Source: an optimization exercise on an open RTL-to-GDS flow (aim: small area). Production flows keep margins and buffers that such runs may drop.
Function was checked by simulation only, so behaviour that the tests miss may differ from the original.
Power figures rest on the tool's default switching activity, not on a simulated workload. The clock port is modelled as an ideal driver; clocking choices that lean on that would not hold on a real chip.

**config.mk**
```make
export PLATFORM = sky130hd
export DESIGN_NAME = spiMemorySlave
export DESIGN_NICKNAME = spiMemorySlave
export VERILOG_FILES = /design/flow/design.v
export SDC_FILE = /design/flow/constraint.sdc
export NUM_CORES = 4
export LEC_CHECK = 0
export CAP_MARGIN = 20
export CORE_MARGIN = 2
export CORE_UTILIZATION = 40
export SLEW_MARGIN = 20
```
**constraint.sdc**
```tcl
create_clock -name core_clock -period 8.0 [get_ports {clk}]
set_input_delay 1.6000 -clock core_clock [delete_from_list [all_inputs] [get_ports {clk}]]
set_output_delay 1.6000 -clock core_clock [all_outputs]
set_load 0.01 [all_outputs]
```
**design.v**
```verilog
module inputConditioner #(
    parameter int waitTime = 3,
    parameter logic resetLevel = 1'b0
) (
    input  logic clk,
    input  logic arstN,
    input  logic noisy,
    output logic conditioned,
    output logic risingEdge,
    output logic fallingEdge
);
    localparam int cntWidth = (waitTime < 1) ? 1 : $clog2(waitTime + 1);
    logic syncMeta;
    logic syncOut;
    logic [cntWidth-1:0] stableCnt;
    always_ff @(posedge clk or negedge arstN) begin
        if (!arstN) begin
            syncMeta <= resetLevel;
            syncOut  <= resetLevel;
        end else begin
            syncMeta <= noisy;
            syncOut  <= syncMeta;
        end
    end
    logic accepted;
    always_ff @(posedge clk or negedge arstN) begin
        if (!arstN) begin
            stableCnt   <= '0;
            conditioned <= resetLevel;
            accepted    <= 1'b0;
        end else begin
            accepted <= 1'b0;
            if (syncOut == conditioned) begin
                stableCnt <= '0;
            end else if (stableCnt == cntWidth'(waitTime)) begin
                stableCnt   <= '0;
                conditioned <= syncOut;
                accepted    <= 1'b1;
            end else begin
                stableCnt <= stableCnt + 1'b1;
            end
        end
    end
    assign risingEdge  = accepted && conditioned;
    assign fallingEdge = accepted && !conditioned;
endmodule
module spiMemorySlave
#(
    parameter int waitTime = 3
) (
    input  logic clk,
    input  logic arstN,
    input  logic sclk,
    input  logic csN,
    input  logic mosi,
    output logic miso,
    output logic misoOe
);
    localparam logic [2:0] stIdle      = 3'd0;
    localparam logic [2:0] stGetAddr   = 3'd1;
    localparam logic [2:0] stReadShift = 3'd2;
    localparam logic [2:0] stWrShift   = 3'd3;
    localparam logic [2:0] stWaitCs    = 3'd4;
    logic csClean;
    logic sclkRise;
    logic sclkFall;
    logic mosiClean;
    inputConditioner #(
        .waitTime  (waitTime),
        .resetLevel(1'b1)
    ) csCond (
        .clk        (clk),
        .arstN      (arstN),
        .noisy      (csN),
        .conditioned(csClean),
        .risingEdge (),
        .fallingEdge()
    );
    inputConditioner #(
        .waitTime  (waitTime),
        .resetLevel(1'b0)
    ) sclkCond (
        .clk        (clk),
        .arstN      (arstN),
        .noisy      (sclk),
        .conditioned(),
        .risingEdge (sclkRise),
        .fallingEdge(sclkFall)
    );
    inputConditioner #(
        .waitTime  (waitTime),
        .resetLevel(1'b0)
    ) mosiCond (
        .clk        (clk),
        .arstN      (arstN),
        .noisy      (mosi),
        .conditioned(mosiClean),
        .risingEdge (),
        .fallingEdge()
    );
    logic [2:0] state;
    logic [2:0] bitCnt;
    logic       shiftEn;
    logic       lastBit;
    assign shiftEn = sclkRise &&
                     ((state == stGetAddr) || (state == stWrShift) || (state == stReadShift));
    assign lastBit = shiftEn && (bitCnt == 3'd7);
    logic [6:0] addr;
    logic [7:0] dataReg;
    logic [2:0] wAddrHi;
    logic       wPending;
    logic [4:0]    phase;
    logic          clearing;
    logic [1023:0] mem;
    logic [1023:0] memNext;
    logic [3:0]    ins;
    logic [7:0]    insData;
    logic          wIns;
    logic [6:0]    wAddr;
    logic          eq3;
    logic          eq4;
    always_ff @(posedge clk or negedge arstN) begin
        if (!arstN) begin
            state    <= stIdle;
            wPending <= 1'b0;
        end else begin
            if (wIns) begin
                wPending <= 1'b0;
            end
            if (csClean) begin
                state <= stIdle;
            end else begin
                case (state)
                    stIdle: begin
                        state <= stGetAddr;
                    end
                    stGetAddr: begin
                        if (lastBit) begin
                            state <= mosiClean ? stReadShift : stWrShift;
                        end
                    end
                    stReadShift: begin
                        if (lastBit) begin
                            state <= stWaitCs;
                        end
                    end
                    stWrShift: begin
                        if (lastBit) begin
                            state    <= stWaitCs;
                            wPending <= 1'b1;
                        end
                    end
                    stWaitCs: begin
                        state <= stWaitCs;
                    end
                    default: begin
                        state <= stIdle;
                    end
                endcase
            end
        end
    end
    always_ff @(posedge clk or negedge arstN) begin
        if (!arstN) begin
            bitCnt <= '0;
        end else if (csClean || (state == stIdle)) begin
            bitCnt <= '0;
        end else if (shiftEn) begin
            bitCnt <= bitCnt + 1'b1;
        end
    end
    always_ff @(posedge clk) begin
        for (int i = 0; i < 7; i++) begin
            if (shiftEn && (state == stGetAddr) && (bitCnt == 3'(6 - i))) begin
                addr[i] <= mosiClean;
            end
        end
        if (lastBit && (state == stWrShift)) begin
            wAddrHi <= addr[6:4];
        end
    end
    always_ff @(posedge clk or negedge arstN) begin
        if (!arstN) begin
            phase    <= '0;
            clearing <= 1'b1;
        end else begin
            phase <= phase + 1'b1;
            if (phase == 5'd31) begin
                clearing <= 1'b0;
            end
        end
    end
    assign wAddr   = {wAddrHi, addr[3:0]};
    assign eq3     = (phase[2:0] == addr[2:0]);
    assign eq4     = eq3 && (phase[3] == addr[3]);
    assign wIns    = wPending && eq4 && (phase[4] == wAddrHi[0]);
    assign insData = dataReg;
    for (genvar r = 0; r < 4; r++) begin : gRing
        assign ins[r] = clearing || (wIns && (wAddr[6:5] == 2'(r)));
        assign memNext[(r*32)*8 +: 8] = ins[r] ? insData : mem[(r*32+31)*8 +: 8];
        for (genvar k = 1; k < 32; k++) begin : gSlot
            assign memNext[(r*32+k)*8 +: 8] = mem[(r*32+k-1)*8 +: 8];
        end
    end
    always_ff @(posedge clk) begin
        mem <= memNext;
    end
    logic [15:0] tap7;
    logic [7:0]  tap6;
    logic [7:0]  tap5;
    logic [19:0] tapLow;
    logic [1:0]  sel7;
    logic        sel65;
    logic        rdEn;
    for (genvar r = 0; r < 4; r++) begin : gTap
        for (genvar j = 0; j < 4; j++) begin : gT7
            assign tap7[r*4+j] = mem[(r*32+8*j+7)*8 + 7];
        end
        for (genvar j = 0; j < 2; j++) begin : gT65
            assign tap6[r*2+j] = mem[(r*32+16*j+15)*8 + 6];
            assign tap5[r*2+j] = mem[(r*32+16*j+15)*8 + 5];
        end
        for (genvar b = 0; b < 5; b++) begin : gTL
            assign tapLow[b*4+r] = mem[(r*32+31)*8 + b];
        end
    end
    assign sel7  = phase[4:3] - addr[4:3] - 2'd1;
    assign sel65 = ~(phase[4] ^ addr[4]);
    assign rdEn = ((state == stGetAddr) && (bitCnt == 3'd7)) || (state == stReadShift);
    always_ff @(posedge clk or negedge arstN) begin
        if (!arstN) begin
            dataReg <= '0;
        end else if (shiftEn && (state == stWrShift)) begin
            dataReg <= {dataReg[6:0], mosiClean};
        end else if (rdEn) begin
            if (eq3) begin
                dataReg[7] <= tap7[{addr[6:5], sel7}];
            end
            if (eq4) begin
                dataReg[6] <= tap6[{addr[6:5], sel65}];
                dataReg[5] <= tap5[{addr[6:5], sel65}];
            end
            if (eq4 && (phase[4] == addr[4])) begin
                for (int b = 0; b < 5; b++) begin
                    dataReg[b] <= tapLow[b*4 + addr[6:5]];
                end
            end
        end
    end
    always_ff @(posedge clk or negedge arstN) begin
        if (!arstN) begin
            miso   <= 1'b0;
            misoOe <= 1'b0;
        end else if (csClean) begin
            miso   <= 1'b0;
            misoOe <= 1'b0;
        end else if (sclkFall) begin
            if (state == stReadShift) begin
                miso   <= dataReg[~bitCnt];
                misoOe <= 1'b1;
            end else begin
                miso   <= 1'b0;
                misoOe <= 1'b0;
            end
        end
    end
endmodule
```
**flow/run.sh**
```bash
#!/bin/bash
# standard layout, with the clock tree built without dummy loads
set -euo pipefail
export CTS_ARGS="-sink_clustering_enable -repair_clock_nets -dont_use_dummy_load -buf_list sky130_fd_sc_hd__clkbuf_16 -sink_clustering_size 32 -sink_clustering_max_diameter 60"
bash standard.sh > standard_make.log 2>&1
```
**standard.sh**
```bash
#!/bin/bash
# synth_recipe.tcl (not shown) runs the flow's synth.tcl, then flattens the netlist and writes it again
# the make line also repeats each setting of config.mk as NAME=value (left out here)
make -C /OpenROAD-flow-scripts/flow DESIGN_CONFIG=/design/flow/config.mk WORK_HOME=/design/flow/orfs CLKGATE_MAP_FILE= SYNTH_SCRIPT=/design/flow/synth_recipe.tcl "${@:-finish}"
```
==> results of run 1 <==
## layout make-up
class	instances	area (um^2)	share of cell area
flip-flops and latches	1073	21780	0.8479
inverters	10	37.54	0.001461
diodes	1	2.502	0.00009742
repair buffers	6	55.05	0.002143
well taps	773	967.2	0.03765
multi-input cells	170	1718	0.06688
clock buffers	45	1126	0.04384
## report_power, final
part / internal (uW) / switching, uW / leakage [uW] / total, uW
sequential: 5380 / 37.6 / 0.00883 / 5420
clock: 1010 / 1410 / 0.000555 / 2420
combinational: 34.1 / 26.8 / 0.000837 / 60.9
## placed cells by master, fill, tap and decap left out, types with 5 or more instances in the layout
cell / netlist / routed
a21oi_1: 7 / 7
and2_1: 7 / 7
and3_1: 6 / 6
clkbuf_16: 0 / 45
clkdlybuf4s50_1: 0 / 5
dfrtp_1: 35 / 35
dfxtp_1: 1024 / 1024
edfxtp_1: 10 / 10
ha_1: 12 / 12
inv_1: 10 / 10
mux2_2: 47 / 47
mux4_2: 10 / 10
nand2_1: 5 / 5
nor2_1: 12 / 12
nor3_1: 7 / 7
xnor2_1: 8 / 8
## registers in the layout (all words and copies together), names as in the netlist, 2 cells and up
signal,flops
addr,7
bitCnt,3
csCond.stableCnt,2
dataReg,8
mem,1024
mosiCond.stableCnt,2
phase,5
sclkCond.stableCnt,2
state,3
wAddrHi,3
## routing by layer
layer  vias to the layer above  GRT usage  routed length, um
met2                        88     0.1214               9924
met1                      3968     0.1320              14040
met4                         0    0.03969                827
met5                         -          0                  0
met3                        57    0.01758                847
li1                       4086          -                  -
## cell usage after synthesis (5+ instances only)
library cell     n
a21oi_1          7
and2_1           7
and3_1           6
buf_2            5
dfrtp_1         35
dfxtp_1       1024
edfxtp_1        10
ha_1            12
inv_1           10
mux2_2          47
mux4_2          10
nand2_1          5
nor2_1          12
nor3_1           7
xnor2_1          8
## through the flow
stage / utilization / hold slack [ns] / std cells / area, um^2 / power, uW
after floorplan: - / 0.3096 / 1262 / 23580 / 5579
after global placement: 0.4185 / 0.3097 / 2032 / 24560 / 5597
after detailed placement: 0.4185 / 0.3121 / 2032 / 24560 / 5604
after CTS: 0.4377 / 0.2663 / 2077 / 25680 / 8007
after global routing: 0.4377 / 0.2632 / 2077 / 25680 / 8221
final: 0.4377 / 0.2649 / 2078 / 25690 / 7903
## kinds of logic after synthesis
group,share of synthesized area
AO/OA/AOI/OAI,0.009232
buffers and inverters,0.003608
flip-flops,0.9236
adder cells (fa/ha/maj),0.006366
AND/OR/NAND/NOR,0.01321
XOR/XNOR,0.005412
multiplexers,0.03862
## worst max-delay path by stage
stage / depth (start not counted) / slack (ns) / end / from
4_1_cts: 1 / 4.86 / misoOe / misoOe
6_report: 1 / 4.92 / misoOe / misoOe
3_5_place_dp: 1 / 5.50 / misoOe / misoOe
2_1_floorplan: 6 / 5.87 / dataReg[7] / phase[3]
5_1_grt: 1 / 4.85 / misoOe / misoOe
3_3_place_gp: 1 / 5.53 / misoOe / misoOe
==> impl_metrics.tcl, run 1 <==
set metrics [dict create \
    dp_slack_ns 5.500 \
    hp-class "reg2reg" \
    worst_pin_slew_ns 0.9003 \
    grt_max_degree 40 \
    crit_chain "clkdlybuf4s50_1" \
    die_y_um 246.8 \
    grt_pass1_vias 8037 \
    status "no timing/DRC/antenna violations" \
    yosysTopAreaCell "dfxtp_1" \
    nets 1323 \
    die-area_mm2 0.06092 \
    drcViolationCount 0 \
    yosysTopAreaCellShare 0.8692 \
    setup_ws_ns 4.920 \
    max_slew_margin 0.3998 \
    start_util 0.4019 \
    cp-end-kind "primary output" \
    critPathBufInv 1 \
    fin_crit_sh 0.3850 \
    crit-reg2reg-launch "phase[3]" \
    reg2reg_to "mem[4]" \
    fmax_ghz 0.3247 \
    setup_violations 0 \
    avgSynthCellArea_um2 18.69 \
    yosysWarnings 3 \
    grt_pass1_wl_um 41940 \
    worstHoldStart "mem[938]" \
    leakage_uw 0.01022 \
    place.gp.congestion 0.7304 \
    cellPowerDensity_mw_per_mm2 307.7 \
    critPathRequiredTime_ns 6.40 \
    dp_hpwl_um 15170 \
    cts_tree "yes" \
    fillers 5057 \
    cts_buffers 45 \
    htreeDepth 2 \
    slew_viol_final 0 \
    cp_max_fo 2 \
    syn_area_mm2 0.02358 \
    core_area_mm2 0.05869 \
    synth_cells 1262 \
    drt-initial-drc-count 356 \
    fp.dieW_um 246.8 \
    clockRootBuffer "clkbuf_16" \
    io_pins 7 \
    avgRoutedWirePerCell_um 12.34 \
    synth.area.top_cells "dfxtp_1 (87%), dfrtp_1 (3.7%), mux2_2 (2.2%)" \
    hold_buffers 0 \
    synthesis.nets 1279 \
    critPathTopFamily "buffers and inverters" \
    postRouteAntennaNets 0 \
    synth_edf_count 10 \
    cts_setup_buffers 0 \
    hold_end "mem[946]" \
    hold_viol 0 \
    antenna_found_initial 3 \
    rows 89 \
    crit_path_start_kind "flip-flop" \
    cap_violations 0 \
    clk_pin_slew_worst_paths_ns 0.10 \
    grtUsageTotal 0.08787 \
    clkLatencyLatePin_ns 0.58 \
    yosysSeqAreaShare 0.9236 \
    crit_arrival_ns 1.48 \
    worst-r2r-cell-count 4 \
    fin_tns_setup_ns 0 \
    fin_worst_skew_ns 0.05392 \
    vias 8199 \
    peakVddDrop_mv 0.1995 \
    cts_sinks 1073 \
    viasPerCell 3.946 \
    rsz0062_at_grt "false" \
    synth_cell_types 46 \
    worstHoldPathCells 0 \
    routed_wl_um 25640 \
    r2r_slack_ns 5.59 \
    synth-seq-cells 1073 \
    crit_type "reg2out" \
    critPathMaxStageDelay_ns 0.56 \
    cts_buffer_depth 3 \
    synthArstFlopShare 0.03635 \
    overflow 0 \
    cp_slowest_cell "clkdlybuf4s50_1" \
    finalCriticalPeriod_ns 3.080 \
    syn_to_final_growth_pct 8.918 \
    port_buffers 6 \
    firstDrtPassIters 4 \
    synth_ff_type "dfxtp_1" \
    cts.repair.resized 0 \
    final_layout_size_suffix_gt1_frac 0.08742 \
]
==> run 2: changes to the inputs <==
==> flow/run.sh (replaced) <==
#!/bin/bash
# standard layout, with the clock tree built without dummy loads
set -euo pipefail
export CTS_ARGS="-sink_clustering_enable -repair_clock_nets -dont_use_dummy_load -buf_list sky130_fd_sc_hd__clkbuf_16 -sink_clustering_size 36 -sink_clustering_max_diameter 80"
bash standard.sh > standard_make.log 2>&1
==> impl_metrics.tcl, run 2 <==
set metrics [dict create \
    largest_reg_flops 1024 \
    switchingPower_uw 1440 \
    worstHoldStart "mem[104]" \
    cts_setup_buffers 0 \
    finalCriticalPeriod_ns 3.118 \
    max_slew_margin 0.4163 \
    fin_tns_setup_ns 0 \
    clk_pin_slew_worst_paths_ns 0.12 \
    met3RoutedLength_um 1117 \
    critPathTopFamily "buffers and inverters" \
    drcViolationCount 0 \
    crit_arrival_ns 1.52 \
    synthesis.nets 1279 \
    avgSynthCellArea_um2 18.69 \
    antenna_cells 0 \
    critPathBufInv 1 \
    rsz0062_at_grt "false" \
    place.gp.congestion 0.7304 \
    syn_area_mm2 0.02358 \
    power.internal_uw 6261 \
    cp_slowest_cell "clkdlybuf4s50_1" \
    reg2reg_to "mem[4]" \
    clkLatencyLatePin_ns 0.60 \
    drt-initial-drc-count 487 \
    cp-end-kind "primary output" \
    vias 8096 \
    yosysSeqAreaShare 0.9236 \
    critPathRequiredTime_ns 6.40 \
    status "no timing/DRC/antenna violations" \
    yosysTopAreaCell "dfxtp_1" \
    start_util 0.4019 \
    hp-class "reg2reg" \
    die-area_mm2 0.06092 \
    routed_wl_um 25550 \
    top_regs "mem x1024, dataReg x8, addr x7" \
    hold_buffers 0 \
    regMostFlops "mem" \
    fp.dieW_um 246.8 \
    power_frac_clock 0.288 \
    routed.top_layer "met4" \
    grtUsageTotal 0.08763 \
    r2r_slack_ns 5.59 \
    firstDrtPassIters 4 \
    cts_sinks 1073 \
    leakage_uw 0.01012 \
    final_common_cell "dfxtp_1" \
    crit_type "reg2out" \
    final_layout_size_suffix_gt1_frac 0.08179 \
    synth_edf_count 10 \
    antenna_found_initial 3 \
    fmax_ghz 0.3207 \
    viasPerCell 3.913 \
    crit_path_start_kind "flip-flop" \
    p_sw_frac 0.1870 \
    synth.area.top_cells "dfxtp_1 (87%), dfrtp_1 (3.7%), mux2_2 (2.2%)" \
    cts_tree "yes" \
    clockRootBuffer "clkbuf_16" \
    cts_buffers 37 \
    crit_chain "clkdlybuf4s50_1" \
    wl_met2_um 9787 \
    core_area_mm2 0.05869 \
    peakVddDrop_mv 0.2329 \
    cts.repair.resized 0 \
    postRouteAntennaNets 0 \
    avgRoutedWirePerCell_um 12.35 \
    grt_pass1_wl_um 41660 \
    dp_hpwl_um 15170 \
    htreeDepth 2 \
    rows 89 \
    crit-reg2reg-launch "phase[3]" \
    cts_buffer_depth 3 \
    hold_viol 0 \
    design_area_mm2 0.02548 \
    cap_violations 0 \
    port_buffers 6 \
    drt-met1-wl_um 13930 \
    worst-r2r-cell-count 4 \
    yosysTopAreaCellShare 0.8692 \
    synth-seq-cells 1073 \
    synthArstFlopShare 0.03635 \
    cellPowerDensity_mw_per_mm2 302.2 \
    grt_pass1_vias 7921 \
    placed_area_mm2 0.02456 \
    setup_violations 0 \
    p_seq_frac 0.704 \
    grt_max_degree 40 \
    power_frac_comb 0.008 \
    hold_end "mem[112]" \
    die_y_um 246.8 \
    syn_to_final_growth_pct 8.059 \
    synth_commonest_cells "dfxtp_1 (1024), mux2_2 (47), dfrtp_1 (35)" \
    worstHoldPathCells 0 \
    synth_ff_type "dfxtp_1" \
    synth_cells 1262 \
    worst_pin_slew_ns 0.8755 \
    nets 1315 \
    fin_crit_sh 0.3897 \
    fin_worst_skew_ns 0.06690 \
    io_pins 7 \
    fillers 5077 \
    yosysWarnings 3 \
    overflow 0 \
    slew_viol_final 0 \
    cp_max_fo 2 \
    yosysMostFrequentCell "dfxtp_1" \
    critPathMaxStageDelay_ns 0.55 \
    final_cell_mix "dfxtp_1 (1024), mux2_2 (47), clkbuf_16 (37)" \
    synth_cell_types 46 \
]
[run 2: cell counts after synthesis]
No cell type changed its count.
[run 2: layout make-up]
class                      instances  area, um^2  area share
tap                              773       967.2     0.03795
sequential                      1073       21780      0.8547
timing repair buffer               6       55.05    0.002160
multi-input combinational        170        1718     0.06741
inverter                          10       37.54    0.001473
clock buffer                      37       925.9     0.03633
[run 2: per-layer routing]
metal  vias to the layer above  GRT usage
li1                       4056          -
met1                      3913     0.1317
met2                        82     0.1205
met3                        45    0.02236
met4                         0    0.03260
met5                         -          0
[run 2: worst max-delay path by stage]
stage              from    endpoint  slack [ns]  cells after the start
2_1_floorplan  phase[3]  dataReg[7]        5.87                      6
3_3_place_gp     misoOe      misoOe        5.53                      1
3_5_place_dp     misoOe      misoOe        5.50                      1
4_1_cts          misoOe      misoOe        4.81                      1
5_1_grt          misoOe      misoOe        4.81                      1
6_report         misoOe      misoOe        4.88                      1
[run 2: metrics by stage]
step	setup WS [ns]	cells	hold slack, ns	util	power (uW)
2_1_floorplan	5.873	1262	0.3096	-	5579
4_1_cts	4.815	2069	0.2749	0.4343	7802
5_1_grt	4.806	2069	0.2646	0.4343	8004
3_3_place_gp	5.529	2032	0.3097	0.4185	5597
3_5_place_dp	5.500	2032	0.3121	0.4185	5604
6_report	4.882	2069	0.2631	0.4343	7701
[run 2: kinds of logic after synthesis]
family / share of synthesized area
DFF: 0.9236
AOI/OAI and AO/OA: 0.009232
and+or+nand+nor: 0.01321
adders and majority gates: 0.006366
xor gates and xnor gates: 0.005412
buffers and inverters: 0.003608
muxes: 0.03862
[run 2: power groups by stage]
stage | Clock [uW] | Combinational (uW) | Sequential (uW)
2_1_floorplan | 0 | 60.2 | 5520
3_3_place_gp | 0 | 57.9 | 5540
3_5_place_dp | 0 | 62.5 | 5540
4_1_cts | 2320 | 63.4 | 5420
5_1_grt | 2500 | 73.2 | 5430
6_report | 2220 | 61.6 | 5420
==> run 3: changes to the inputs <==
--- a/design.v
+++ b/design.v
@@ -161,8 +161,6 @@
         end
     end
-    always_ff @(posedge clk or negedge arstN) begin
-        if (!arstN) begin
-            bitCnt <= '0;
-        end else if (csClean || (state == stIdle)) begin
+    always_ff @(posedge clk) begin
+        if (csClean || (state == stIdle)) begin
             bitCnt <= '0;
         end else if (shiftEn) begin
--- a/flow/run.sh
+++ b/flow/run.sh
@@ -3,3 +3,4 @@
 set -euo pipefail
 export CTS_ARGS="-sink_clustering_enable -repair_clock_nets -dont_use_dummy_load -buf_list sky130_fd_sc_hd__clkbuf_16 -sink_clustering_size 36 -sink_clustering_max_diameter 80"
+export BUFFER_PORTS_ARGS="-buffer_cell sky130_fd_sc_hd__buf_1"
 bash standard.sh > standard_make.log 2>&1
==> impl_metrics.tcl, run 3 <==
set metrics [dict create \
    status "no timing/DRC/antenna violations" \
    yosysTopAreaCellShare 0.8761 \
    critPathBufInv 1 \
    vias 8094 \
    cts_sinks 1073 \
    placed_area_mm2 0.02441 \
    cp_max_fo 2 \
    fin_worst_skew_ns 0.05300 \
    place.gp.congestion 0.7596 \
    max_slew_margin 0.4082 \
    regArea_mm2 0.02177 \
    leakage_uw 0.01002 \
    finalCriticalPeriod_ns 2.730 \
    multiInputGateArea_mm2 0.001644 \
    fp.dieW_um 246.2 \
    cts_tree "yes" \
    routed_wl_um 26240 \
    grt_max_degree 37 \
    crit-reg2reg-launch "state[2]" \
    synth_cells 1262 \
    syn_area_mm2 0.02347 \
    grtUsageTotal 0.08904 \
    hold_end "mem[213]" \
    firstDrtPassIters 4 \
    viasPerCell 3.925 \
    design_area_mm2 0.02535 \
    crit_chain "buf_1" \
    rows 88 \
    synth.area.top_cells "dfxtp_1 (88%), dfrtp_1 (3.4%), mux2_2 (1.8%)" \
    nets 1315 \
    io_pins 7 \
    fin_tns_setup_ns 0 \
    top_regs "mem x1024, dataReg x8, addr x7" \
    antenna_found_initial 1 \
    worstHoldPathCells 0 \
    setup_violations 0 \
    yosysWarnings 3 \
    hold_viol 0 \
    clockRootBuffer "clkbuf_16" \
    synth_commonest_cells "dfxtp_1 (1027), mux2_2 (37), dfrtp_1 (32)" \
    postRouteAntennaNets 0 \
    synth-seq-cells 1073 \
    fillers 4962 \
    synthesis.nets 1279 \
    cts_buffers 37 \
    crit_arrival_ns 1.13 \
    synth_edf_count 10 \
    avgSynthCellArea_um2 18.59 \
    grt_pass1_wl_um 42150 \
    clk_pin_slew_worst_paths_ns 0.11 \
    drt-initial-drc-count 397 \
    hold_buffers 0 \
    die_y_um 246.2 \
    critPathMaxStageDelay_ns 0.40 \
    synth_cell_types 41 \
    cp-end-kind "primary output" \
    fmax_ghz 0.3664 \
    regMostFlops "mem" \
    synthArstFlopShare 0.03355 \
    reg2reg_to "dataReg[2]" \
    yosysMostFrequentCell "dfxtp_1" \
    cts_buffer_depth 3 \
    overflow 0 \
    start_util 0.4060 \
    die-area_mm2 0.06062 \
    rsz0062_at_grt "false" \
    hp-class "reg2reg" \
    worstHoldStart "mem[205]" \
    grt_pass1_vias 8076 \
    core_area_mm2 0.05781 \
    largest_reg_flops 1024 \
    critPathTopFamily "flip-flops" \
    dp_hpwl_um 15580 \
    avgRoutedWirePerCell_um 12.72 \
    fin_crit_sh 0.3412 \
    cp_slowest_cell "dfrtp_1" \
    cap_violations 0 \
    final_layout_size_suffix_gt1_frac 0.07562 \
    htreeDepth 2 \
    r2r_slack_ns 5.58 \
    synth_ff_type "dfxtp_1" \
    cellPowerDensity_mw_per_mm2 304.8 \
    port_buffers 6 \
    critPathRequiredTime_ns 6.40 \
    crit_path_start_kind "flip-flop" \
    slew_viol_final 0 \
    cts.repair.resized 0 \
    clkLatencyLatePin_ns 0.59 \
    cts_setup_buffers 0 \
    worst-r2r-cell-count 5 \
    final_common_cell "dfxtp_1" \
    worst_pin_slew_ns 0.8877 \
    drcViolationCount 0 \
    yosysTopAreaCell "dfxtp_1" \
    yosysSeqAreaShare 0.9275 \
    crit_type "reg2out" \
    final_cell_mix "dfxtp_1 (1027), mux2_2 (37), clkbuf_16 (37)" \
    peakVddDrop_mv 0.2181 \
    syn_to_final_growth_pct 8.009 \
]
run 3: cell count changes in the layout (fill, tap and decap cells not counted), sizes merged, moves of 5 or more:
cell	before	now
clkdlybuf4s50	5	0
mux2	48	37
a31oi	1	7
mux2i	4	10
a21oi	7	17
run 3: worst max path at each step:
stage	start	endpoint	slack [ns]	cells after the start
floorplan	phase[4]	dataReg[5]	6.00	5
global placement	bitCnt[0]	dataReg[7]	5.57	6
detailed placement	bitCnt[0]	dataReg[7]	5.50	6
CTS	miso	miso	5.22	1
global route	misoOe	misoOe	5.18	1
finish	miso	miso	5.27	1
run 3: final cells by class:
class                      instances  area share
sequential                      1073      0.8588
multi-input combinational        173     0.06487
timing repair buffer               6   0.0009379
inverter                           7    0.001037
tap                              765     0.03776
antenna                            1  0.00009873
clock buffer                      37     0.03653
run 3: routing by layer:
layer	GRT usage	vias to the layer above	routed length [um]
li1	-	4065	-
met1	0.1290	3873	14160
met2	0.1264	89	10230
met3	0.02484	67	1028
met4	0.03280	0	820
met5	0	-	0
run 3: metrics by stage:
stage	hold slack (ns)	std cells	power, uW	utilization	setup slack (ns)
after floorplan	0.3096	1262	5579	-	6.001
after global placement	0.3097	2024	5595	0.4223	5.568
after detailed placement	0.3121	2024	5602	0.4223	5.500
after CTS	0.2728	2061	7815	0.4383	5.219
after global routing	0.2725	2061	8004	0.4384	5.184
final	0.2737	2062	7725	0.4385	5.270
run 3: report_power, final:
part	switching, uW	internal [uW]	total [uW]
Clock	1400	844	2240
Combinational	27.9	33.1	61.0
Sequential	37.8	5380	5420
run 3: logic make-up after synthesis:
group | count (synthesis) | share of synthesized area
muxes | 62 | 0.03674
xor gates and xnor gates | 12 | 0.005066
and+or+nand+nor | 54 | 0.01232
buffers and inverters | 16 | 0.002666
adders and majority gates | 12 | 0.006398
DFF | 1073 | 0.9275
AOI/OAI and AO/OA | 33 | 0.009278
==> run 4: changes to the inputs <==
==> flow/run.sh (replaced) <==
#!/bin/bash
# standard layout, with the clock tree built without dummy loads
set -euo pipefail
export CTS_ARGS="-sink_clustering_enable -repair_clock_nets -dont_use_dummy_load -buf_list sky130_fd_sc_hd__clkbuf_16 -sink_clustering_size 36 -sink_clustering_max_diameter 80"
bash standard.sh > standard_make.log 2>&1
==> impl_metrics.tcl, run 4 <==
set metrics [dict create \
    status "no timing/DRC/antenna violations" \
    critPathBufInv 1 \
    grt_max_degree 37 \
    critPathTopFamily "buffers and inverters" \
    p_sw_frac 0.1884 \
    yosysTopAreaCell "dfxtp_1" \
    crit_arrival_ns 1.47 \
    overflow 0 \
    io_pins 7 \
    whs_ns 0.2528 \
    placed_area_mm2 0.02445 \
    dp_slack_ns 5.484 \
    vias 8062 \
    crit_path_start_kind "flip-flop" \
    yosysSeqAreaShare 0.9275 \
    cts_setup_buffers 0 \
    cap_violations 0 \
    final_common_cell "dfxtp_1" \
    clockRootBuffer "clkbuf_16" \
    fin_crit_sh 0.3843 \
    power_frac_comb 0.008 \
    yosysWarnings 3 \
    crit_chain "clkdlybuf4s50_1" \
    avgSynthCellArea_um2 18.59 \
    critPathMaxStageDelay_ns 0.53 \
    finalCriticalPeriod_ns 3.074 \
    worst_pin_slew_ns 0.7657 \
    nets 1316 \
    cellPowerDensity_mw_per_mm2 303.9 \
    final_layout_size_suffix_gt1_frac 0.07556 \
    clkLatencyLatePin_ns 0.58 \
    cts_sinks 1073 \
    synth_cell_types 41 \
    rows 88 \
    slew_viol_final 0 \
    synth.area.top_cells "dfxtp_1 (88%), dfrtp_1 (3.4%), mux2_2 (1.8%)" \
    clk_pin_slew_worst_paths_ns 0.11 \
    cp_slowest_cell "clkdlybuf4s50_1" \
    fp.dieW_um 246.2 \
    hold_buffers 0 \
    synthesis.nets 1279 \
    cp-end-kind "primary output" \
    yosysTopAreaCellShare 0.8761 \
    antenna_found_initial 1 \
    crit_type "reg2out" \
    cts_buffers 37 \
    power.internal_uw 6262 \
    hold_viol 0 \
    postRouteAntennaNets 0 \
    viasPerCell 3.908 \
    port_buffers 6 \
    stdcell_count 2063 \
    drt-initial-drc-count 541 \
    synthArstFlopShare 0.03355 \
    synth_commonest_cells "dfxtp_1 (1027), mux2_2 (37), dfrtp_1 (32)" \
    fin_worst_skew_ns 0.07596 \
    place.gp.congestion 0.7257 \
    switchingPower_uw 1454 \
    fin_tns_setup_ns 0 \
    hp-class "reg2reg" \
    yosysMostFrequentCell "dfxtp_1" \
    largest_reg_flops 1024 \
    design_area_mm2 0.02539 \
    syn_area_mm2 0.02347 \
    max_slew_margin 0.4895 \
    synth-seq-cells 1073 \
    grt_pass1_wl_um 40850 \
    routed_wl_um 25490 \
    regMostFlops "mem" \
    dp.cells 2025 \
    synth_cells 1262 \
    synth_ff_type "dfxtp_1" \
    peakVddDrop_mv 0.2228 \
    drcViolationCount 0 \
    cts_buffer_depth 3 \
    die_y_um 246.2 \
    top_regs "mem x1024, dataReg x8, addr x7" \
    cp_max_fo 2 \
    avgRoutedWirePerCell_um 12.35 \
    cts.repair.resized 0 \
    dp_hpwl_um 14930 \
    setup_ws_ns 4.926 \
    leakage_uw 0.01003 \
    firstDrtPassIters 4 \
    setup_violations 0 \
    die-area_mm2 0.06062 \
    power_frac_clock 0.289 \
    critPathRequiredTime_ns 6.40 \
    grt_pass1_vias 7653 \
    p_seq_frac 0.703 \
    synth_edf_count 10 \
    htreeDepth 2 \
    rsz0062_at_grt "false" \
    syn_to_final_growth_pct 8.195 \
    start_util 0.4060 \
    final_cell_mix "dfxtp_1 (1027), mux2_2 (37), clkbuf_16 (37)" \
    cts_tree "yes" \
    fmax_ghz 0.3253 \
    core_area_mm2 0.05781 \
    grtUsageTotal 0.08606 \
]
run 4: layer usage:
layer  track usage  vias up  wire length [um]
met4       0.03583        0               675
met5             0        -                 0
met2        0.1163       81              9780
li1              -     4065                 -
met3       0.01928       40               949
met1        0.1312     3876             14080
run 4: power by group through the flow:
stage	registers [uW]	clock network, uW	logic, uW
floorplan	5520	0	59.6
global placement	5540	0	59.0
detailed placement	5540	0	62.6
CTS	5420	2320	63.5
global route	5430	2500	72.8
finish	5420	2230	62.1
run 4: final timing paths:
check                      cells after the start     start                end  slack (ns)
setup / recovery                               1      miso               miso        4.93
hold / removal                                 0  mem[979]           mem[987]        0.25
setup reg to reg                               5  state[2]         dataReg[3]        5.58
hold reg to reg                                0  mem[979]           mem[987]        0.25
max in group asynchronous                      2     arstN           clearing        6.20
min in group asynchronous                      2     arstN  sclkCond.syncMeta        1.42
run 4: layout make-up:
type / instances / area (um^2)
Multi-Input combinational cell: 173 / 1644
Inverter: 7 / 26.28
Timing Repair Buffer: 7 / 67.56
Clock buffer: 37 / 925.9
Antenna cell: 1 / 2.502
Tap cell: 765 / 957.2
Sequential cell: 1073 / 21770
Fill cell: 4978 / 32420
run 4: per-stage QoR:
stage,utilization,total power [uW]
after detailed placement,0.4231,5604
after global placement,0.4231,5596
after floorplan,-,5579
final,0.4392,7716
after global routing,0.4392,8002
after CTS,0.4391,7804
run 4: cells by family (layout without fill, tap and decap cells):
group,Yosys count,count (layout),share of synthesized area
AO/OA/AOI/OAI,33,33,0.009278
other,0,1,0
multiplexers,62,62,0.03674
XOR/XNOR,12,12,0.005066
flip-flops,1073,1073,0.9275
buffers and inverters,16,51,0.002666
adder cells (fa/ha/maj),12,12,0.006398
AND/OR/NAND/NOR,54,54,0.01232
==> run 5: changes to the inputs <==
==> flow/run.sh (replaced) <==
#!/bin/bash
# standard layout, with the clock tree built without dummy loads
set -euo pipefail
export CTS_ARGS="-sink_clustering_enable -repair_clock_nets -dont_use_dummy_load -buf_list sky130_fd_sc_hd__clkbuf_16 -sink_clustering_size 36 -sink_clustering_max_diameter 80 -root_buf sky130_fd_sc_hd__clkbuf_8 -tree_buf sky130_fd_sc_hd__clkbuf_8 -sink_clustering_buffer sky130_fd_sc_hd__clkbuf_16"
export BUFFER_PORTS_ARGS="-buffer_cell sky130_fd_sc_hd__buf_1"
bash standard.sh > standard_make.log 2>&1
==> impl_metrics.tcl, run 5 <==
set metrics [dict create \
    startpoint "miso" \
    fp.dieW_um 246.2 \
    critPathRequiredTime_ns 6.40 \
    rows 88 \
    crit_arrival_ns 1.22 \
    vias 8096 \
    placed_area_mm2 0.02441 \
    worst-r2r-cell-count 5 \
    critPathBufInv 1 \
    grt_pass1_vias 8079 \
    cts_setup_buffers 0 \
    synth_commonest_cells "dfxtp_1 (1027), mux2_2 (37), dfrtp_1 (32)" \
    firstDrtPassIters 4 \
    crit_chain "buf_1" \
    worstHoldStart "mem[237]" \
    synth-seq-cells 1073 \
    yosysTopAreaCell "dfxtp_1" \
    cts_sinks 1073 \
    place.gp.congestion 0.7596 \
    cap_violations 0 \
    synth.area.top_cells "dfxtp_1 (88%), dfrtp_1 (3.4%), mux2_2 (1.8%)" \
    slew_viol_final 0 \
    crit_type "reg2out" \
    synthesis.nets 1279 \
    routed_wl_um 26200 \
    cellPowerDensity_mw_per_mm2 302.6 \
    cts.repair.resized 0 \
    crit_path_start_kind "flip-flop" \
    htreeDepth 2 \
    cts_tree "yes" \
    grtUsageTotal 0.08887 \
    fin_crit_sh 0.3522 \
    drt-met1-wl_um 14190 \
    clockRootBuffer "clkbuf_8" \
    peakVddDrop_mv 0.2176 \
    drcViolationCount 0 \
    nets 1315 \
    rsz0062_at_grt "false" \
    yosysMostFrequentCell "dfxtp_1" \
    cp_slowest_cell "dfrtp_1" \
    setup_ws_ns 5.183 \
    hold_buffers 0 \
    r2r_slack_ns 5.59 \
    hp-class "reg2reg" \
    crit-reg2reg-launch "state[2]" \
    finalPower_uw 7652 \
    synthArstFlopShare 0.03355 \
    antenna_found_initial 1 \
    final_layout_size_suffix_gt1_frac 0.07562 \
    die-area_mm2 0.06062 \
    met3RoutedLength_um 901 \
    core_area_mm2 0.05781 \
    clk_pin_slew_worst_paths_ns 0.12 \
    die_y_um 246.2 \
    status "no timing/DRC/antenna violations" \
    wl_met2_um 10270 \
    largest_reg_flops 1024 \
    yosysSeqAreaShare 0.9275 \
    crit_cells 1 \
    yosysTopAreaCellShare 0.8761 \
    clkLatencyLatePin_ns 0.67 \
    avgRoutedWirePerCell_um 12.70 \
    hold_viol 0 \
    yosysWarnings 3 \
    synth_cells 1262 \
    overflow 0 \
    dp_hpwl_um 15580 \
    grt_pass1_wl_um 42080 \
    synth_ff_type "dfxtp_1" \
    cts_buffer_depth 3 \
    worst_pin_slew_ns 0.8953 \
    cp-end-kind "primary output" \
    synth_edf_count 10 \
    crit_end "miso" \
    reg2reg_to "dataReg[2]" \
    final_common_cell "dfxtp_1" \
    routed.top_layer "met4" \
    viasPerCell 3.926 \
    start_util 0.4060 \
    syn_to_final_growth_pct 7.769 \
    fin_worst_skew_ns 0.05403 \
    critPathMaxStageDelay_ns 0.40 \
    drt-initial-drc-count 401 \
    final_core_util 0.4375 \
    postRouteAntennaNets 0 \
    critPathTopFamily "flip-flops" \
    syn_area_mm2 0.02347 \
    final_cell_mix "dfxtp_1 (1027), mux2_2 (37), clkbuf_16 (32), dfrtp_1 (32), a21oi_1 (15)" \
    port_buffers 6 \
    setup_violations 0 \
    cp_max_fo 2 \
    max_slew_margin 0.4032 \
    regMostFlops "mem" \
    synth_cell_types 41 \
    fin_tns_setup_ns 0 \
    leakage_uw 0.009990 \
    top_regs "mem x1024, dataReg x8, addr x7" \
    design_area_mm2 0.02529 \
    fmax_ghz 0.3549 \
    cts_buffers 37 \
    io_pins 7 \
    grt_max_degree 37 \
    avgSynthCellArea_um2 18.59 \
    finalCriticalPeriod_ns 2.817 \
    dp_slack_ns 5.500 \
]
-- run 5: changes by cell type in the layout (fill, tap and decap cells not counted), sizes merged --
cell | before | now
clkdlybuf4s50 | 6 | 0
buf | 1 | 5
clkbuf | 37 | 38
-- run 5: cell type report --
cell class	count	area [um^2]
fillers	4976	32520
flip-flops and latches	1073	21770
multi-input cells	173	1644
well taps	765	957.2
clock buffers	37	869.6
inverters	7	26.28
repair buffers	6	23.77
diodes	1	2.502
-- run 5: how the worst min path moves through the flow --
stage	endpoint	slack [ns]	cells past startpoint
2_1_floorplan	mem[1000]	0.31	0
3_3_place_gp	mem[397]	0.31	0
3_5_place_dp	mem[1019]	0.31	0
4_1_cts	mem[245]	0.27	0
5_1_grt	mem[213]	0.27	0
6_report	mem[245]	0.27	0
-- run 5: stage by stage --
step	std cells	hold slack [ns]
final	2062	0.2725
after global routing	2061	0.2727
after CTS	2061	0.2733
after detailed placement	2024	0.3121
after global placement	2024	0.3097
after floorplan	1262	0.3096
-- run 5: per-layer routing --
layer / vias to the layer above / track usage
met5: - / 0
met1: 3883 / 0.1290
met2: 90 / 0.1260
met4: 0 / 0.04046
met3: 54 / 0.01993
li1: 4069 / -
-- run 5: report_power, final --
part | switching [uW] | total [uW] | internal [uW]
combinational | 27.1 | 60.2 | 33.1
clock | 1390 | 2170 | 781
sequential | 37.9 | 5420 | 5380
total | 1450 | 7650 | 6200
-- run 5: cell families (layout without fill, tap and decap cells) --
family          Yosys count  after routing  share of synthesized area
compound gates           33             33                   0.009278
xor+xnor                 12             12                   0.005066
mux                      62             62                    0.03674
simple gates             54             54                    0.01232
fa+ha+maj                12             12                   0.006398
flops                  1073           1073                     0.9275
buf+inv                  16             50                   0.002666
other cells               0              1                          0
==> run 6: changes to the inputs <==
--- a/design.v
+++ b/design.v
@@ -26,18 +26,18 @@
     always_ff @(posedge clk or negedge arstN) begin
         if (!arstN) begin
-            stableCnt   <= '0;
             conditioned <= resetLevel;
-            accepted    <= 1'b0;
-        end else begin
-            accepted <= 1'b0;
-            if (syncOut == conditioned) begin
-                stableCnt <= '0;
-            end else if (stableCnt == cntWidth'(waitTime)) begin
-                stableCnt   <= '0;
-                conditioned <= syncOut;
-                accepted    <= 1'b1;
-            end else begin
-                stableCnt <= stableCnt + 1'b1;
-            end
+        end else if ((syncOut != conditioned) && (stableCnt == cntWidth'(waitTime))) begin
+            conditioned <= syncOut;
+        end
+    end
+    always_ff @(posedge clk) begin
+        accepted <= 1'b0;
+        if (syncOut == conditioned) begin
+            stableCnt <= '0;
+        end else if (stableCnt == cntWidth'(waitTime)) begin
+            stableCnt <= '0;
+            accepted  <= 1'b1;
+        end else begin
+            stableCnt <= stableCnt + 1'b1;
         end
     end
==> flow/run.sh (replaced) <==
#!/bin/bash
# standard layout, with the clock tree built without dummy loads
set -euo pipefail
export CTS_ARGS="-sink_clustering_enable -repair_clock_nets -dont_use_dummy_load -buf_list sky130_fd_sc_hd__clkbuf_16 -root_buf sky130_fd_sc_hd__clkbuf_8 -tree_buf sky130_fd_sc_hd__clkbuf_8 -sink_clustering_buffer sky130_fd_sc_hd__clkbuf_16 -sink_clustering_size 40 -sink_clustering_max_diameter 60"
export BUFFER_PORTS_ARGS="-buffer_cell sky130_fd_sc_hd__buf_1"
bash standard.sh > standard_make.log 2>&1
==> impl_metrics.tcl, run 6 <==
set metrics [dict create \
    yosysSeqAreaShare 0.9264 \
    yosysMostFrequentCell "dfxtp_1" \
    worstHoldStart "mem[489]" \
    drcViolationCount 0 \
    synth-compound-area-share 0.008641 \
    power_frac_clock 0.290 \
    start_util 0.4058 \
    worstHoldPathCells 0 \
    cap_violations 0 \
    cp-end-kind "primary output" \
    clockRootBuffer "clkbuf_8" \
    htreeDepth 2 \
    rows 88 \
    avgRoutedWirePerCell_um 13.08 \
    fillers 4951 \
    regMostFlops "mem" \
    critPathRequiredTime_ns 6.40 \
    synth_commonest_cells "dfxtp_1 (1034), mux2_2 (35), dfrtp_1 (25)" \
    crit_arrival_ns 1.17 \
    grt_pass1_wl_um 43060 \
    p_sw_frac 0.1896 \
    worst_pin_slew_ns 1.091 \
    dp_slack_ns 5.612 \
    io_pins 7 \
    rsz0062_at_grt "false" \
    avgSynthCellArea_um2 18.50 \
    die-area_mm2 0.06060 \
    synth_ff_type "dfxtp_1" \
    synth.area.top_cells "dfxtp_1 (88%), dfrtp_1 (2.7%), mux2_2 (1.7%)" \
    vias 8183 \
    cts_tree "yes" \
    cts_sinks 1073 \
    power.internal_uw 6259 \
    drt-initial-drc-count 409 \
    hold_buffers 0 \
    critPathTopFamily "flip-flops" \
    setup_ws_ns 5.232 \
    cts_setup_buffers 0 \
    synth_cell_types 40 \
    postRouteAntennaNets 0 \
    cts_buffers 40 \
    synth-seq-cells 1073 \
    largest_reg_flops 1024 \
    muxShareOfSynthArea 0.03504 \
    crit-reg2reg-launch "bitCnt[0]" \
    routed_wl_um 27110 \
    synthesis.nets 1285 \
    crit_chain "buf_1" \
    startpoint "miso" \
    max_slew_margin 0.2729 \
    grt_pass1_vias 8105 \
    port_buffers 6 \
    cts_buffer_depth 3 \
    synth_simple_gate_area_frac 0.01552 \
    switchingPower_uw 1464 \
    leakage_uw 0.01001 \
    yosysTopAreaCellShare 0.8824 \
    clk_pin_slew_worst_paths_ns 0.10 \
    slew_viol_final 0 \
    hold_end "mem[497]" \
    cts.repair.resized 0 \
    antenna_found_initial 3 \
    die_y_um 246.2 \
    reg2reg_to "dataReg[5]" \
    design_area_mm2 0.02535 \
    synthArstFlopShare 0.02703 \
    status "no timing/DRC/antenna violations" \
    viasPerCell 3.949 \
    nets 1323 \
    p_seq_frac 0.701 \
    syn_to_final_growth_pct 8.065 \
    whs_ns 0.2687 \
    power_frac_comb 0.009 \
    synth_top_family_by_area "multiplexers" \
    synth_cells 1268 \
    hold_viol 0 \
    fin_worst_skew_ns 0.07957 \
    overflow 0 \
    place.gp.congestion 0.7605 \
    core_area_mm2 0.05781 \
    crit_path_start_kind "flip-flop" \
    critPathBufInv 1 \
    dp_hpwl_um 16500 \
    top_regs "mem x1024, dataReg x8, addr x7" \
    setup_violations 0 \
    final_layout_size_suffix_gt1_frac 0.07209 \
    yosysWarnings 3 \
    cp_max_fo 2 \
    final_core_util 0.4385 \
    cp_slowest_cell "dfrtp_1" \
    hp-class "reg2reg" \
    fin_crit_sh 0.3460 \
    syn_area_mm2 0.02346 \
    fp.dieW_um 246.2 \
    synth-xor-area-share 0.005121 \
    cellPowerDensity_mw_per_mm2 304.7 \
    final_cell_mix "dfxtp_1 (1034), mux2_2 (35), clkbuf_16 (35)" \
    grtUsageTotal 0.09186 \
    clkLatencyLatePin_ns 0.69 \
    synth_edf_count 10 \
    final_common_cell "dfxtp_1" \
    placed_area_mm2 0.02440 \
    fin_tns_setup_ns 0 \
    firstDrtPassIters 6 \
    worst-r2r-cell-count 6 \
    crit_type "reg2out" \
    peakVddDrop_mv 0.2057 \
    synthAdderAreaFrac 0.006401 \
    finalCriticalPeriod_ns 2.768 \
    fmax_ghz 0.3613 \
    r2r_slack_ns 5.53 \
    critPathMaxStageDelay_ns 0.38 \
    yosysTopAreaCell "dfxtp_1" \
    grt_max_degree 41 \
]
-- run 6: cell types whose count changed after synthesis, moves of 3 or more --
| cell | previous run | this run |
|---|---|---|
| nand2_1 | 6 | 21 |
| and3_1 | 7 | 10 |
| a31oi_1 | 5 | 2 |
| nor2_1 | 12 | 8 |
| dfrtp_1 | 32 | 25 |
| mux4_2 | 13 | 7 |
| mux4_1 | 2 | 8 |
| a21oi_1 | 15 | 10 |
| dfxtp_1 | 1027 | 1034 |
| mux2i_1 | 10 | 6 |
| a41oi_1 | 0 | 5 |
| nor4b_1 | 1 | 4 |
-- run 6: worst max path at each step --
stage                 end  slack [ns]  depth (start not counted)
2_1_floorplan        miso        6.02                          0
3_3_place_gp   dataReg[6]        5.78                          6
3_5_place_dp   dataReg[5]        5.61                          6
4_1_cts              miso        5.17                          1
5_1_grt            misoOe        5.14                          1
6_report             miso        5.23                          1
-- run 6: per-stage QoR --
stage	instances	total power (uW)
finish	2072	7723
global route	2069	7998
CTS	2069	7800
detailed placement	2029	5606
global placement	2029	5596
floorplan	1268	5580
-- run 6: layout make-up --
cell class	count	area, um^2	share of cell area
sequential	1073	21730	0.8573
multi-input combinational	178	1659	0.06545
inverter	7	26.28	0.001037
clock buffer	40	944.7	0.03727
tap	765	957.2	0.03776
antenna	3	7.507	0.0002962
timing repair buffer	6	23.77	0.0009378
-- run 6: kinds of logic (layout without fill, tap and decap cells) --
kind of cell | after synthesis | in the layout
other cells | 0 | 3
simple gates | 69 | 69
fa+ha+maj | 12 | 12
xor+xnor | 12 | 12
flops | 1073 | 1073
mux | 56 | 56
compound gates | 29 | 29
buf+inv | 17 | 53
-- run 6: power groups by stage --
stage / registers [uW] / clock network (uW) / logic (uW)
4_1_cts: 5420 / 2310 / 66.8
5_1_grt: 5420 / 2500 / 77.4
2_1_floorplan: 5520 / 0 / 62.7
3_5_place_dp: 5540 / 0 / 67.0
3_3_place_gp: 5540 / 0 / 60.3
6_report: 5420 / 2240 / 66.1
-- run 6: per-layer routing --
metal  wire, um  track usage  vias up
li1           -            -     4094
met1      14190       0.1333     3926
met2      10690       0.1273       95
met3       1377      0.02908       68
met4        850      0.03440        0
met5          0            0        -
==> run 7: changes to the inputs <==
==> flow/run.sh (replaced) <==
#!/bin/bash
# standard layout, with the clock tree built without dummy loads
set -euo pipefail
export CTS_ARGS="-sink_clustering_enable -repair_clock_nets -dont_use_dummy_load -buf_list sky130_fd_sc_hd__clkbuf_16 -root_buf sky130_fd_sc_hd__clkbuf_8 -tree_buf sky130_fd_sc_hd__clkbuf_8 -sink_clustering_buffer sky130_fd_sc_hd__clkbuf_16 -sink_clustering_size 38 -sink_clustering_max_diameter 80"
export BUFFER_PORTS_ARGS="-buffer_cell sky130_fd_sc_hd__buf_1"
bash standard.sh > standard_make.log 2>&1
==> impl_metrics.tcl, run 7 <==
set metrics [dict create \
    status "no timing/DRC/antenna violations" \
    max_slew_margin 0.2854 \
    crit_path_start_kind "flip-flop" \
    die_y_um 246.2 \
    avgSynthCellArea_um2 18.50 \
    antenna_found_initial 4 \
    hp-class "reg2reg" \
    syn_area_mm2 0.02346 \
    fp.dieW_um 246.2 \
    nets 1319 \
    hold_buffers 0 \
    place.gp.congestion 0.7605 \
    hold_viol 0 \
    synth_cell_types 40 \
    firstDrtPassIters 4 \
    crit_type "reg2out" \
    viasPerCell 3.958 \
    worstHoldStart "mem[609]" \
    yosysTopAreaCell "dfxtp_1" \
    placed_area_mm2 0.02440 \
    worst-r2r-cell-count 6 \
    die-area_mm2 0.06060 \
    final_common_cell "dfxtp_1" \
    htreeDepth 2 \
    synth_commonest_cells "dfxtp_1 (1034), mux2_2 (35), dfrtp_1 (25)" \
    cts.repair.resized 0 \
    dp_slack_ns 5.612 \
    port_buffers 6 \
    cellPowerDensity_mw_per_mm2 302.0 \
    io_pins 7 \
    drt-initial-drc-count 407 \
    drcViolationCount 0 \
    design_area_mm2 0.02525 \
    setup_violations 0 \
    yosysWarnings 3 \
    grtUsageTotal 0.09118 \
    synth_cells 1268 \
    leakage_uw 0.009959 \
    critPathBufInv 1 \
    cap_violations 0 \
    synth-seq-cells 1073 \
    grt_max_degree 39 \
    worstHoldPathCells 0 \
    fin_tns_setup_ns 0 \
    largest_reg_flops 1024 \
    clk_pin_slew_worst_paths_ns 0.12 \
    cp_slowest_cell "dfrtp_1" \
    r2r_slack_ns 5.57 \
    cts_sinks 1073 \
    syn_to_final_growth_pct 7.638 \
    fin_crit_sh 0.3475 \
    grt_pass1_wl_um 43070 \
    whs_ns 0.2494 \
    synth_ff_type "dfxtp_1" \
    yosysMostFrequentCell "dfxtp_1" \
    finalPower_uw 7626 \
    finalCriticalPeriod_ns 2.780 \
    clkLatencyLatePin_ns 0.66 \
    final_cell_mix "dfxtp_1 (1034), mux2_2 (35), clkbuf_16 (31)" \
    dp_hpwl_um 16500 \
    peakVddDrop_mv 0.2136 \
    core_area_mm2 0.05781 \
    reg2reg_to "dataReg[5]" \
    vias 8185 \
    yosysTopAreaCellShare 0.8824 \
    critPathTopFamily "flip-flops" \
    routed_wl_um 27190 \
    overflow 0 \
    critPathMaxStageDelay_ns 0.39 \
    postRouteAntennaNets 0 \
    start_util 0.4058 \
    avgRoutedWirePerCell_um 13.15 \
    synthArstFlopShare 0.02703 \
    crit_arrival_ns 1.18 \
    hold_end "mem[617]" \
    cts_buffer_depth 3 \
    cp-end-kind "primary output" \
    grt_pass1_vias 8129 \
    slew_viol_final 0 \
    top_regs "mem x1024, dataReg x8, addr x7" \
    yosysSeqAreaShare 0.9264 \
    fmax_ghz 0.3597 \
    crit-reg2reg-launch "bitCnt[1]" \
    setup_ws_ns 5.220 \
    final_layout_size_suffix_gt1_frac 0.06923 \
    clockRootBuffer "clkbuf_8" \
    cts_tree "yes" \
    regMostFlops "mem" \
    cts_setup_buffers 0 \
    critPathRequiredTime_ns 6.40 \
    synthesis.nets 1285 \
    synth_edf_count 10 \
    rows 88 \
    synth.area.top_cells "dfxtp_1 (88%), dfrtp_1 (2.7%), mux2_2 (1.7%)" \
    cp_max_fo 2 \
    rsz0062_at_grt "false" \
    crit_chain "buf_1" \
    cts_buffers 36 \
    worst_pin_slew_ns 1.072 \
    fin_worst_skew_ns 0.08565 \
]
run 7: cell counts after synthesis:
No cell type changed its count.
run 7: per-layer routing:
metal  up-vias  share of wire  track usage
met1      3928           0.52       0.1337
met3        56          0.051      0.02288
met2       112           0.40       0.1310
li1       4089              -            -
met5         -              0            0
met4         0          0.023      0.03030
run 7: where the power goes:
group,switching [uW],total [uW],leakage [uW],internal (uW)
Sequential,36.3,5420,0.00878,5380
Clock,1380,2140,0.000418,760
Combinational,32.8,66.9,0.000760,34.1
Total,1450,7630,0.00996,6180
run 7: per-stage QoR:
step / util / instances
final: 0.4368 / 2068
after global routing: 0.4367 / 2065
after CTS: 0.4367 / 2065
after detailed placement: 0.4221 / 2029
after global placement: 0.4221 / 2029
after floorplan: - / 1268
run 7: cell type report:
type                       count  area, um^2
fill                        4958       32560
sequential                  1073       21730
multi-input combinational    178        1659
tap                          765       957.2
clock buffer                  36       844.6
inverter                       7       26.28
timing repair buffer           6       23.77
antenna                        3       7.507
run 7: kinds of logic (layout without fill, tap and decap cells):
| logic type | Yosys count | in the layout | synth area share |
|---|---|---|---|
| flip-flops | 1073 | 1073 | 0.9264 |
| AO/OA/AOI/OAI | 29 | 29 | 0.008641 |
| adder cells (fa/ha/maj) | 12 | 12 | 0.006401 |
| AND/OR/NAND/NOR | 69 | 69 | 0.01552 |
| buffers and inverters | 17 | 49 | 0.002880 |
| other | 0 | 3 | 0 |
| XOR/XNOR | 12 | 12 | 0.005121 |
| multiplexers | 56 | 56 | 0.03504 |
run 7: worst max-delay path by stage:
stage,start,endpoint,slack (ns),depth (start not counted)
2_1_floorplan,miso,miso,6.02,0
3_3_place_gp,bitCnt[0],dataReg[6],5.78,6
3_5_place_dp,bitCnt[0],dataReg[5],5.61,6
4_1_cts,miso,miso,5.16,1
5_1_grt,misoOe,misoOe,5.12,1
6_report,miso,miso,5.22,1
==> run 8: changes to the inputs <==
==> flow/run.sh (replaced) <==
#!/bin/bash
# standard layout, with the clock tree built without dummy loads
set -euo pipefail
export CTS_ARGS="-sink_clustering_enable -repair_clock_nets -dont_use_dummy_load -buf_list sky130_fd_sc_hd__clkbuf_16 -root_buf sky130_fd_sc_hd__clkbuf_8 -tree_buf sky130_fd_sc_hd__clkbuf_8 -sink_clustering_buffer sky130_fd_sc_hd__clkbuf_16 -sink_clustering_size 36 -sink_clustering_max_diameter 60"
export BUFFER_PORTS_ARGS="-buffer_cell sky130_fd_sc_hd__buf_1"
bash standard.sh > standard_make.log 2>&1
==> impl_metrics.tcl, run 8 <==
set metrics [dict create \
    synth_cells 1268 \
    clkLatencyLatePin_ns 0.69 \
    yosysMostFrequentCell "dfxtp_1" \
    die_y_um 246.2 \
    yosysTopAreaCell "dfxtp_1" \
    r2r_slack_ns 5.55 \
    vias 8213 \
    fin_crit_sh 0.3448 \
    worstHoldStart "mem[897]" \
    grt_max_degree 37 \
    crit_type "reg2out" \
    overflow 0 \
    fillers 4949 \
    finalCriticalPeriod_ns 2.758 \
    grtUsageTotal 0.09219 \
    fp.dieW_um 246.2 \
    syn_to_final_growth_pct 8.171 \
    critPathRequiredTime_ns 6.40 \
    crit_arrival_ns 1.16 \
    place.gp.congestion 0.7605 \
    cp_slowest_cell "dfrtp_1" \
    placed_area_mm2 0.02440 \
    yosysWarnings 3 \
    dp_hpwl_um 16500 \
    cts_buffer_depth 3 \
    clockRootBuffer "clkbuf_8" \
    max_slew_margin 0.2833 \
    io_pins 7 \
    critPathBufInv 1 \
    cap_violations 0 \
    setup_violations 0 \
    synth.area.top_cells "dfxtp_1 (88%), dfrtp_1 (2.7%), mux2_2 (1.7%)" \
    start_util 0.4058 \
    firstDrtPassIters 4 \
    slew_viol_final 0 \
    reg2reg_to "dataReg[5]" \
    hold_buffers 0 \
    drcViolationCount 0 \
    crit_path_start_kind "flip-flop" \
    grt_pass1_vias 8219 \
    cp_max_fo 2 \
    die-area_mm2 0.06060 \
    hp-class "reg2reg" \
    critPathTopFamily "flip-flops" \
    core_area_mm2 0.05781 \
    rows 88 \
    crit_chain "buf_1" \
    synth_commonest_cells "dfxtp_1 (1034), mux2_2 (35), dfrtp_1 (25)" \
    final_layout_size_suffix_gt1_frac 0.07280 \
    top_regs "mem x1024, dataReg x8, addr x7" \
    rsz0062_at_grt "false" \
    synth_ff_type "dfxtp_1" \
    drt-initial-drc-count 393 \
    worst-r2r-cell-count 6 \
    design_area_mm2 0.02537 \
    cp-end-kind "primary output" \
    critPathMaxStageDelay_ns 0.38 \
    synth_edf_count 10 \
    leakage_uw 0.01002 \
    cellPowerDensity_mw_per_mm2 305.2 \
    clk_pin_slew_worst_paths_ns 0.11 \
    yosysTopAreaCellShare 0.8824 \
    avgSynthCellArea_um2 18.50 \
    cts_tree "yes" \
    largest_reg_flops 1024 \
    antenna_found_initial 3 \
    regMostFlops "mem" \
    postRouteAntennaNets 0 \
    synthArstFlopShare 0.02703 \
    worstHoldPathCells 0 \
    peakVddDrop_mv 0.2230 \
    final_common_cell "dfxtp_1" \
    cts.repair.resized 0 \
    synth-seq-cells 1073 \
    nets 1324 \
    synth_cell_types 40 \
    hold_end "mem[905]" \
    syn_area_mm2 0.02346 \
    hold_viol 0 \
    synthesis.nets 1285 \
    avgRoutedWirePerCell_um 13.13 \
    worst_pin_slew_ns 1.075 \
    port_buffers 6 \
    crit-reg2reg-launch "bitCnt[0]" \
    cts_sinks 1073 \
    cts_setup_buffers 0 \
    fmax_ghz 0.3625 \
    routed_wl_um 27210 \
    viasPerCell 3.962 \
    fin_tns_setup_ns 0 \
    status "no timing/DRC/antenna violations" \
    final_cell_mix "dfxtp_1 (1034), clkbuf_16 (36), mux2_2 (35)" \
    fin_worst_skew_ns 0.08833 \
    cts_buffers 41 \
    grt_pass1_wl_um 43340 \
    startpoint "miso" \
    yosysSeqAreaShare 0.9264 \
    htreeDepth 2 \
]
-- run 8: routing by layer --
metal  GRT usage  up-vias  routed length [um]
met1      0.1309     3938               14130
li1            -     4103                   -
met4     0.04118        0                 877
met5           0        -                   0
met3     0.02745       62                1530
met2      0.1294      110               10680
-- run 8: stage by stage --
stage               instances  setup slack (ns)    util  hold WS, ns  total power (uW)
finish                   2073             5.242  0.4390       0.2677              7744
CTS                      2070             5.165  0.4388       0.2654              7835
global route             2070             5.151  0.4388       0.2692              8028
global placement         2029             5.780  0.4221       0.3097              5596
floorplan                1268             6.015       -       0.3096              5580
detailed placement       2029             5.612  0.4221       0.3121              5606
-- run 8: cells by family after synthesis --
group / share of synthesized area
xor+xnor: 0.005121
fa+ha+maj: 0.006401
buf+inv: 0.002880
mux: 0.03504
simple gates: 0.01552
compound gates: 0.008641
flops: 0.9264
-- run 8: power by group --
group | leakage (uW) | switching, uW | internal, uW
Clock | 0.000480 | 1400 | 863
Combinational | 0.000760 | 31.9 | 34.0
Sequential | 0.00878 | 35.6 | 5380
-- run 8: worst register-to-register path, cell delays in order, from the launching register on --
cell and delay, ns:
dfxtp_1 0.47, ha_1 0.23, ha_1 0.21, nand2_1 0.06, a21oi_1 0.82, nand2_1 0.17
a221o_1 0.34
-- run 8: area by class of cell --
type                            instances  area [um^2]  share of cell area
Multi-Input combinational cell        178         1659             0.06538
Tap cell                              765        957.2             0.03772
Antenna cell                            3        7.507           0.0002959
Clock buffer                           41        969.7             0.03822
Timing Repair Buffer                    6        23.77           0.0009369
Inverter                                7        26.28            0.001036
Sequential cell                      1073        21730              0.8564
-- run 8: worst max path at each step --
stage | end | slack (ns) | depth (start not counted)
final | miso | 5.24 | 1
after CTS | miso | 5.16 | 1
after global placement | dataReg[6] | 5.78 | 6
after global routing | misoOe | 5.15 | 1
after detailed placement | dataReg[5] | 5.61 | 6
after floorplan | miso | 6.02 | 0
==> run 9: changes to the inputs <==
==> flow/run.sh (replaced) <==
#!/bin/bash
# standard layout, with the clock tree built without dummy loads
set -euo pipefail
export CTS_ARGS="-sink_clustering_enable -repair_clock_nets -dont_use_dummy_load -buf_list sky130_fd_sc_hd__clkbuf_16 -root_buf sky130_fd_sc_hd__clkbuf_8 -tree_buf sky130_fd_sc_hd__clkbuf_8 -sink_clustering_buffer sky130_fd_sc_hd__clkbuf_16 -sink_clustering_size 36 -sink_clustering_max_diameter 80 -clustering_unbalance_ratio 1.0"
export BUFFER_PORTS_ARGS="-buffer_cell sky130_fd_sc_hd__buf_1"
bash standard.sh > standard_make.log 2>&1
==> impl_metrics.tcl, run 9 <==
set metrics [dict create \
    cap_violations 0 \
    status "no timing/DRC/antenna violations" \
    cts.repair.resized 0 \
    synth_edf_count 10 \
    place.gp.congestion 0.7605 \
    cp_max_fo 2 \
    cts_sinks 1073 \
    stdcell_count 2070 \
    power.internal_uw 6198 \
    finalCriticalPeriod_ns 2.783 \
    grtUsageTotal 0.09195 \
    synth_commonest_cells "dfxtp_1 (1034), mux2_2 (35), dfrtp_1 (25)" \
    p_seq_frac 0.708 \
    peakVddDrop_mv 0.2380 \
    final_layout_size_suffix_gt1_frac 0.06995 \
    fp.dieW_um 246.2 \
    crit_type "reg2out" \
    whs_ns 0.2764 \
    cellPowerDensity_mw_per_mm2 302.8 \
    drcViolationCount 0 \
    setup_ws_ns 5.217 \
    yosysTopAreaCellShare 0.8824 \
    hold_viol 0 \
    synth-seq-cells 1073 \
    syn_area_mm2 0.02346 \
    postRouteAntennaNets 0 \
    hp-class "reg2reg" \
    finalPower_uw 7655 \
    max_slew_margin 0.2727 \
    avgRoutedWirePerCell_um 13.14 \
    cts_buffers 37 \
    largest_reg_flops 1024 \
    viasPerCell 3.949 \
    synth_ff_type "dfxtp_1" \
    rows 88 \
    dp_slack_ns 5.612 \
    final_cell_mix "dfxtp_1 (1034), mux2_2 (35), clkbuf_16 (32)" \
    critPathRequiredTime_ns 6.40 \
    hold_buffers 0 \
    cp_slowest_cell "dfrtp_1" \
    dp.cells 2029 \
    die_y_um 246.2 \
    critPathMaxStageDelay_ns 0.39 \
    overflow 0 \
    htreeDepth 2 \
    critPathBufInv 1 \
    power_frac_clock 0.283 \
    final_common_cell "dfxtp_1" \
    antenna_found_initial 3 \
    clockRootBuffer "clkbuf_8" \
    yosysWarnings 3 \
    grt_pass1_vias 8152 \
    syn_to_final_growth_pct 7.755 \
    setup_violations 0 \
    yosysSeqAreaShare 0.9264 \
    fin_tns_setup_ns 0 \
    p_sw_frac 0.1902 \
    synthArstFlopShare 0.02703 \
    vias 8174 \
    firstDrtPassIters 4 \
    core_area_mm2 0.05781 \
    rsz0062_at_grt "false" \
    nets 1320 \
    fmax_ghz 0.3593 \
    regMostFlops "mem" \
    power_frac_comb 0.009 \
    start_util 0.4058 \
    crit_chain "buf_1" \
    synth.area.top_cells "dfxtp_1 (88%), dfrtp_1 (2.7%), mux2_2 (1.7%)" \
    synth_cells 1268 \
    grt_max_degree 37 \
    critPathTopFamily "flip-flops" \
    drt-initial-drc-count 409 \
    synthesis.nets 1285 \
    routed_wl_um 27200 \
    top_regs "mem x1024, dataReg x8, addr x7" \
    port_buffers 6 \
    slew_viol_final 0 \
    avgSynthCellArea_um2 18.50 \
    die-area_mm2 0.06060 \
    crit_arrival_ns 1.18 \
    fin_crit_sh 0.3479 \
    synth_cell_types 40 \
    io_pins 7 \
    crit_path_start_kind "flip-flop" \
    clkLatencyLatePin_ns 0.68 \
    yosysMostFrequentCell "dfxtp_1" \
    cts_buffer_depth 3 \
    switchingPower_uw 1456 \
    clk_pin_slew_worst_paths_ns 0.11 \
    dp_hpwl_um 16500 \
    worst_pin_slew_ns 1.091 \
    cts_setup_buffers 0 \
    cp-end-kind "primary output" \
    leakage_uw 0.009972 \
    yosysTopAreaCell "dfxtp_1" \
    grt_pass1_wl_um 43130 \
    fin_worst_skew_ns 0.05861 \
    cts_tree "yes" \
]
-- run 9: cell type report --
type	count	area (um^2)
Fill cell	4938	32530
Sequential cell	1073	21730
Multi-Input combinational cell	178	1659
Tap cell	765	957.2
Clock buffer	37	869.6
Inverter	7	26.28
Timing Repair Buffer	6	23.77
Antenna cell	4	10.01
-- run 9: routing by layer --
metal  GRT usage  vias to the layer above  part of all wire
met1      0.1306                     3903              0.52
met5           0                        -                 0
met3     0.02527                       62             0.052
met2      0.1300                      110              0.39
li1            -                     4099                 -
met4     0.04225                        0             0.034
-- run 9: cells by family (layout without fill, tap and decap cells) --
family                   count (synthesis)  in the layout  share of synthesized area
AO/OA/AOI/OAI                           29             29                   0.008641
XOR/XNOR                                12             12                   0.005121
adder cells (fa/ha/maj)                 12             12                   0.006401
buffers and inverters                   17             50                   0.002880
flip-flops                            1073           1073                     0.9264
multiplexers                            56             56                    0.03504
other                                    0              4                          0
AND/OR/NAND/NOR                         69             69                    0.01552
-- run 9: final timing paths --
path                                 from              endpoint  slack (ns)  cells past startpoint
max in group asynchronous           arstN            dataReg[6]        6.54                      1
worst min-delay path             mem[143]              mem[151]        0.28                      0
worst min register to register   mem[143]              mem[151]        0.28                      0
min in group asynchronous           arstN  mosiCond.conditioned        0.96                      1
worst max-delay path                 miso                  miso        5.22                      1
worst max register to register  bitCnt[0]            dataReg[5]        5.55                      6
-- run 9: through the flow --
stage               utilization  cell area, um^2
floorplan                     -            23460
global route             0.4371            25270
detailed placement       0.4221            24400
global placement         0.4221            24400
finish                   0.4373            25280
CTS                      0.4371            25270
-- run 9: power by group through the flow --
stage	Clock, uW	Combinational [uW]	Sequential (uW)
finish	2170	66.9	5420
global route	2420	78.5	5430
CTS	2250	67.7	5420
detailed placement	0	67.0	5540
global placement	0	60.3	5540
floorplan	0	62.7	5520

Check on run 9: ideal ports give 5.217 ns setup slack; a clkbuf_16 on the clock port and buf_2 on the inputs give 5.166 ns; moving port delays by the midpoint clock arrival (0.702 ns) as well gives 5.552 ns.
